Source: an optimization exercise on an open RTL-to-GDS flow (aim: small area). Production flows keep margins and buffers that such runs may drop. Only simulation tests tie the RTL to the original design; equivalence was not proved. Power is estimated from default activity; no workload was simulated.

==> flow/design.v <==
module inst_buffer #(
  parameter int DEPTH       = 16,
  parameter int FULL_MARGIN = 4
) (
  input  logic        clk,
  input  logic        rst,
  input  logic        flush,
  input  logic        data_ok1,
  input  logic        data_ok2,
  input  logic [31:0] rdata1,
  input  logic [31:0] rdata2,
  input  logic [31:0] raddr1,
  input  logic [31:0] raddr2,
  input  logic [34:0] predict_pkt1,
  input  logic [34:0] predict_pkt2,
  input  logic        dec_stall,
  output logic        instbuffer_full,
  output logic        issue_valid1,
  output logic        issue_valid2,
  output logic [31:0] issue_inst1,
  output logic [31:0] issue_inst2,
  output logic [31:0] issue_addr1,
  output logic [31:0] issue_addr2,
  output logic [34:0] issue_pkt1,
  output logic [34:0] issue_pkt2,
  output logic        overflow_err
);
  localparam int AW = $clog2(DEPTH);
  localparam int CW = AW + 1;
  logic [98:0]   mem_q [DEPTH];
  logic [AW-1:0] rd_ptr_q, rd_ptr_d, wr_ptr_q, wr_ptr_d;
  logic [CW-1:0] count_q, count_d;
  logic          ovf_q, ovf_d;
  logic [1:0]    push_n, acc_n, pop_n;
  logic [CW-1:0] space;
  logic          drop, valid1, valid2, we1, we2;
  logic [AW-1:0] wr_ptr_p1, rd_ptr_p1;
  logic [98:0]   rd_ent1, rd_ent2;
  always_comb begin
    push_n    = {1'b0, data_ok1} + {1'b0, data_ok1 & data_ok2};
    space     = CW'(DEPTH) - count_q;
    drop      = {{(CW-2){1'b0}}, push_n} > space;
    acc_n     = drop ? space[1:0] : push_n;
    valid1    = (count_q != '0) & ~dec_stall;
    valid2    = (count_q >= CW'(2)) & ~dec_stall;
    pop_n     = {1'b0, valid1} + {1'b0, valid2};
    wr_ptr_p1 = wr_ptr_q + AW'(1);
    rd_ptr_p1 = rd_ptr_q + AW'(1);
    we1       = ~flush & (acc_n != 2'd0);
    we2       = ~flush & (acc_n == 2'd2);
    rd_ent1   = mem_q[rd_ptr_q];
    rd_ent2   = mem_q[rd_ptr_p1];
    rd_ptr_d  = rd_ptr_q + AW'(pop_n);
    wr_ptr_d  = wr_ptr_q + AW'(acc_n);
    count_d   = count_q + CW'(acc_n) - CW'(pop_n);
    ovf_d     = ovf_q | drop;
    if (flush) begin
      rd_ptr_d = '0;
      wr_ptr_d = '0;
      count_d  = '0;
      ovf_d    = 1'b0;
    end
  end
  always_ff @(posedge clk or negedge rst) begin
    if (!rst) begin
      rd_ptr_q <= '0;
      wr_ptr_q <= '0;
      count_q  <= '0;
      ovf_q    <= 1'b0;
    end else begin
      rd_ptr_q <= rd_ptr_d;
      wr_ptr_q <= wr_ptr_d;
      count_q  <= count_d;
      ovf_q    <= ovf_d;
    end
  end
  always_ff @(posedge clk) begin
    if (we1) mem_q[wr_ptr_q]  <= {predict_pkt1, raddr1, rdata1};
    if (we2) mem_q[wr_ptr_p1] <= {predict_pkt2, raddr2, rdata2};
  end
  assign issue_valid1    = valid1;
  assign issue_valid2    = valid2;
  assign issue_inst1     = valid1 ? rd_ent1[31:0]  : 32'd0;
  assign issue_addr1     = valid1 ? rd_ent1[63:32] : 32'd0;
  assign issue_pkt1      = valid1 ? rd_ent1[98:64] : 35'd0;
  assign issue_inst2     = valid2 ? rd_ent2[31:0]  : 32'd0;
  assign issue_addr2     = valid2 ? rd_ent2[63:32] : 32'd0;
  assign issue_pkt2      = valid2 ? rd_ent2[98:64] : 35'd0;
  assign instbuffer_full = (CW'(DEPTH) - count_q) < CW'(FULL_MARGIN);
  assign overflow_err    = ovf_q;
endmodule
==> flow/run.sh <==
#!/bin/bash
# synth_recipe.tcl (not shown) runs the flow's synth.tcl, then flattens the netlist and writes it again
# the make line also repeats each setting of config.mk as NAME=value (left out here)
make -C /OpenROAD-flow-scripts/flow DESIGN_CONFIG=/design/flow/config.mk WORK_HOME=/design/flow/orfs CLKGATE_MAP_FILE= SYNTH_SCRIPT=/design/flow/synth_recipe.tcl finish
==> flow/config.mk <==
export PLATFORM = sky130hd
export DESIGN_NAME = inst_buffer
export DESIGN_NICKNAME = inst_buffer
export VERILOG_FILES = /design/flow/design.v
export SDC_FILE = /design/flow/constraint.sdc
export NUM_CORES = 4
export LEC_CHECK = 0
export CAP_MARGIN = 20
export CORE_MARGIN = 2
export CORE_UTILIZATION = 40
export SLEW_MARGIN = 20
==> flow/constraint.sdc <==
create_clock -name core_clock -period 6.0 [get_ports {clk}]
set_input_delay 1.2000 -clock core_clock [delete_from_list [all_inputs] [get_ports {clk}]]
set_output_delay 1.2000 -clock core_clock [all_outputs]
set_load 0.01 [all_outputs]
==> reports/results.tsv <==
stage	metric	value	unit
outcome	status	timing/DRC/antenna clean	
yosys	ys_async_sr_fraction	0.008761	
timing	hold_viol	0	
yosys	syn-cell-area	0.09457	mm^2
worst_setup_path	critical_path_class	flop to output port	
power	p_leak	33.12	nW
drt	drt-initial-drc-count	6145	
placed_design	gp_congestion	0.7773	
floorplanning	start_util	0.4021	
drt	antenna_left	0	
floorplanning	pin_count	406	
global_route	use_met3	0.04936	
floorplanning	fp.dieArea	0.2403	mm^2
yosys	syn_nets	5636	
worst_setup_path	setup.worst_path.start	rd_ptr_q[0]$_DFF_PN0_	
drt	via_per_inst	6.390	
global_route	track_usage	0.2578	
global_route	grt_pass1_wl	446100	um
job	cap_violations	0	
cts	clkLatencyLatePin	0.86	ns
power	power_density	391.2	mW/mm^2
drt	vias	56700	
placed_design	dpl_cell_area	0.1020	mm^2
final_layout	final_cell_area	0.1079	mm^2
worst_setup_path	cp.arrival	4.75	ns
timing	fmax	168.0	MHz
timing	report.final.slew_viol_count	0	
drt	routedWlPerCell	35.43	um
hold_path	hp-class	flop to flop	
timing	clock_skew	0.04603	ns
timing	setup_ws	0.04884	ns
global_route	use_met1	0.3381	
cts	clock_sinks	1598	
final_layout	final_util	0.4588	
yosys	yosysUniqueCellTypes	49	
floorplanning	die_h	490.2	um
floorplanning	dieWidth	490.2	um
global_route	grt_pass1_vias	58440	
final_layout	areaGrowthSynthToFinish	14.10	%
power	ir_drop	0.4077	mV
global_route	busiest_layer	met2	
timing	tightestPinTransition	1.167	ns
drt	firstDrtPassIters	6	
cts	postCtsSetupRepairBufs	0	
worst_setup_path	cp_max_fo	35	
timing	rsz0062_at_grt	false	
yosys	synth_cells	5409	
cts	htreeDepth	4	
worst_setup_path	r2r_start	count_q[0]$_DFF_PN0_	
timing	period_share	0.9919	
cts	clock-root-buffer	clkbuf_16	
floorplanning	coreArea	0.2352	mm^2
yosys	ys_seq_elements	1598	
final_layout	nets	5778	
hold_path	worstHoldStart	ovf_q$_DFF_PN0_	
placed_design	place_hpwl	173100	um
yosys	ys_seq_area_frac	0.5067	
yosys	synth-edff-count	1584	
cts	clkTransAtPathRegs	0.06	ns
worst_setup_path	worst_setup_path_end_kind	output port	
placed_design	port_buffers	405	
placed_design	pre_cts_slack	0.8584	ns
global_route	use_met2	0.4325	
cts	cts_buffer_depth	3	
global_route	grt_max_degree	136	
timing	maxSlewHeadroom	0.2222	
cts	cts_tree	done	
yosys	syn_avg_cell_area	17.48	um^2
global_route	overflow	0	
final_layout	drive_above_1_share	0.4964	
timing	period_minus_slack	5.951	ns
floorplanning	rows	178	
yosys	ys.flop_type	edfxtp_1	
yosys	yosys_warnings	1	
drt	drc_errors	0	
timing	setup_viol	0	
worst_setup_path	start_kind	flop	
worst_setup_path	required	4.80	ns
global_route	antenna_found_initial	55	
cts	cts_buffers	186	
drt	routed_wl	314400	um
power	finalPower	0.04222	W
synthesized netlist by cell type, types with 4 or more instances:
| cell type | number | area [um^2] |
|---|---|---|
| nor2_1 | 18 | 67.56 |
| inv_1 | 15 | 56.30 |
| a211oi_1 | 198 | 1486 |
| dfrtp_1 | 14 | 350.3 |
| o21bai_1 | 6 | 45.04 |
| a21oi_1 | 5 | 25.02 |
| clkbuf_1 | 350 | 1314 |
| nand2b_1 | 8 | 50.05 |
| mux4_2 | 891 | 20070 |
| nand2_1 | 18 | 67.56 |
| ha_1 | 19 | 237.7 |
| mux2_1 | 135 | 1520 |
| xnor2_1 | 6 | 52.55 |
| buf_6 | 121 | 1363 |
| fa_1 | 4 | 80.08 |
| o21ai_0 | 6 | 30.03 |
| buf_2 | 82 | 410.4 |
| o31ai_1 | 7 | 52.55 |
| or2_2 | 5 | 31.28 |
| and2_1 | 101 | 631.9 |
| mux2i_1 | 100 | 1001 |
| mux2_2 | 1450 | 16330 |
| nor3_1 | 21 | 105.1 |
| nor2b_1 | 107 | 669.4 |
| mux2i_4 | 14 | 315.3 |
| nand3_1 | 4 | 20.02 |
| edfxtp_1 | 1584 | 47570 |
| buf_1 | 78 | 292.8 |
| buf_4 | 13 | 97.59 |
final cells by class:
| class | count | area, um^2 |
|---|---|---|
| Antenna cell | 19 | 47.55 |
| Clock buffer | 248 | 4930 |
| Clock inverter | 94 | 879.6 |
| Fill cell | 20290 | 127300 |
| Inverter | 15 | 56.30 |
| Multi-Input combinational cell | 3151 | 43440 |
| Sequential cell | 1598 | 47930 |
| Tap cell | 3150 | 3941 |
| Timing Repair Buffer | 599 | 6678 |
layer usage:
layer  routed length, um  vias to the layer above
li1                    -                    22810
met1              124700                    30740
met2              156100                     2548
met3               23690                      550
met4                9492                       52
met5                 329                        -
power breakdown:
group	internal [W]	leakage, nW	switching, W	total, W
combinational	0.00904	15.8	0.00875	0.0178
clock	0.00633	2.84	0.00483	0.0112
sequential	0.0130	14.5	0.000291	0.0133
total	0.0283	33.1	0.0139	0.0422
through the flow:
stage / instances / TNS [ns] / hold slack [ns]
6_report: 8874 / 0 / 0.5740
3_3_place_gp: 8513 / 0 / 0.6040
4_1_cts: 8855 / 0 / 0.6177
3_5_place_dp: 8513 / 0 / 0.6007
2_1_floorplan: 5409 / -1270.99 / 0.5328
5_1_grt: 8866 / 0 / 0.6576
critical path: stages, from the launching register on:
cell             delay [ns]
dfrtp_4                0.62
ha_4                   0.70
buf_12                 0.32
buf_12                 0.34
mux4_2                 0.28
nor2b_1                0.13
a211oi_1               0.06
a211oi_1               0.70
clkdlybuf4s50_1        0.69
cells by family (layout without fill, tap and decap cells):
family,Yosys count,in the layout,share of synthesized area
xor gates and xnor gates,9,9,0.0008335
other,0,19,0
buffers and inverters,660,956,0.03741
and+or+nand+nor,290,290,0.01797
AOI/OAI and AO/OA,238,238,0.01879
adders and majority gates,23,23,0.003361
muxes,2591,2591,0.4150
DFF,1598,1598,0.5067
worst paths after layout:
path	endpoint	slack, ns	cells past startpoint
worst max-delay path	issue_pkt2[25]	0.05	8
worst min register to register	ovf_q$_DFF_PN0_	0.57	2
worst max register to register	mem_q[6][61]$_DFFE_PP_	1.69	11
worst min-delay path	ovf_q$_DFF_PN0_	0.57	2
max in group asynchronous	rd_ptr_q[2]$_DFF_PN0_	4.67	1
min in group asynchronous	count_q[4]$_DFF_PN0_	0.78	1
flip-flops by register name (all words and copies together), names as in the netlist:
register  cells
mem_q      1584
wr_ptr_q      4
count_q       5
ovf_q         1
rd_ptr_q      4
repair_timing:
item / CTS / global route
gates resized for setup: 2 / 2
gates cloned: 0 / 0
pin swaps: 0 / 0
endpoints found under the setup margin: 2 / 2
hold buffers: 0 / 0
cell usage in the layout (no fill, tap or decap), types with 5 or more instances in the layout:
master | netlist | final
nor2_1 | 18 | 17
a211oi_1 | 198 | 195
inv_6 | 0 | 7
nand2b_1 | 8 | 8
nor2b_1 | 107 | 107
clkbuf_1 | 350 | 60
mux2i_1 | 100 | 100
and2_1 | 101 | 101
inv_1 | 15 | 15
edfxtp_1 | 1584 | 1584
o21ai_0 | 6 | 5
ha_1 | 19 | 18
bufinv_16 | 0 | 13
clkinv_2 | 0 | 27
mux2_1 | 135 | 135
dfrtp_1 | 14 | 10
nand2_1 | 18 | 18
nor3_1 | 21 | 21
mux4_2 | 891 | 891
xnor2_1 | 6 | 6
mux2i_4 | 14 | 15
clkinv_1 | 0 | 36
diode_2 | 0 | 19
or2_2 | 5 | 5
o31ai_4 | 0 | 7
buf_4 | 13 | 100
buf_12 | 0 | 93
a21oi_1 | 5 | 5
mux2_2 | 1450 | 1449
o21bai_4 | 0 | 6
clkbuf_16 | 0 | 188
clkdlybuf4s50_1 | 0 | 405

==> what the ideal ports hide <==
How much do the figures lean on ideal ports? The routed layout below was timed once more, with nothing changed but the port constraints. Step 1 sets driving cells, clkbuf_16 on the clock port and buf_2 on the other inputs (assumed; they add their load-dependent delay and slew). Step 2 adds t to the input delays and takes it off the output delays; t is the mean of the earliest and latest rising clock arrival at the registers after step 1. Input paths then give back, and output paths get back, about the clock's delay inside the block. Slacks: ideal ports / drivers / drivers and shift; pairs: ideal ports / drivers.
t, ns: 0.936
setup WS [ns]: 0.049 / -0.048 / 0.739
worst hold slack (ns): 0.574 / 0.574 / 0.574
slew at the worst register clock pin (ns): 0.07 / 0.07
After both steps this run still meets setup and hold. The setup slack of this run moves by -0.097 ns with the drivers and by +0.690 ns with both steps.
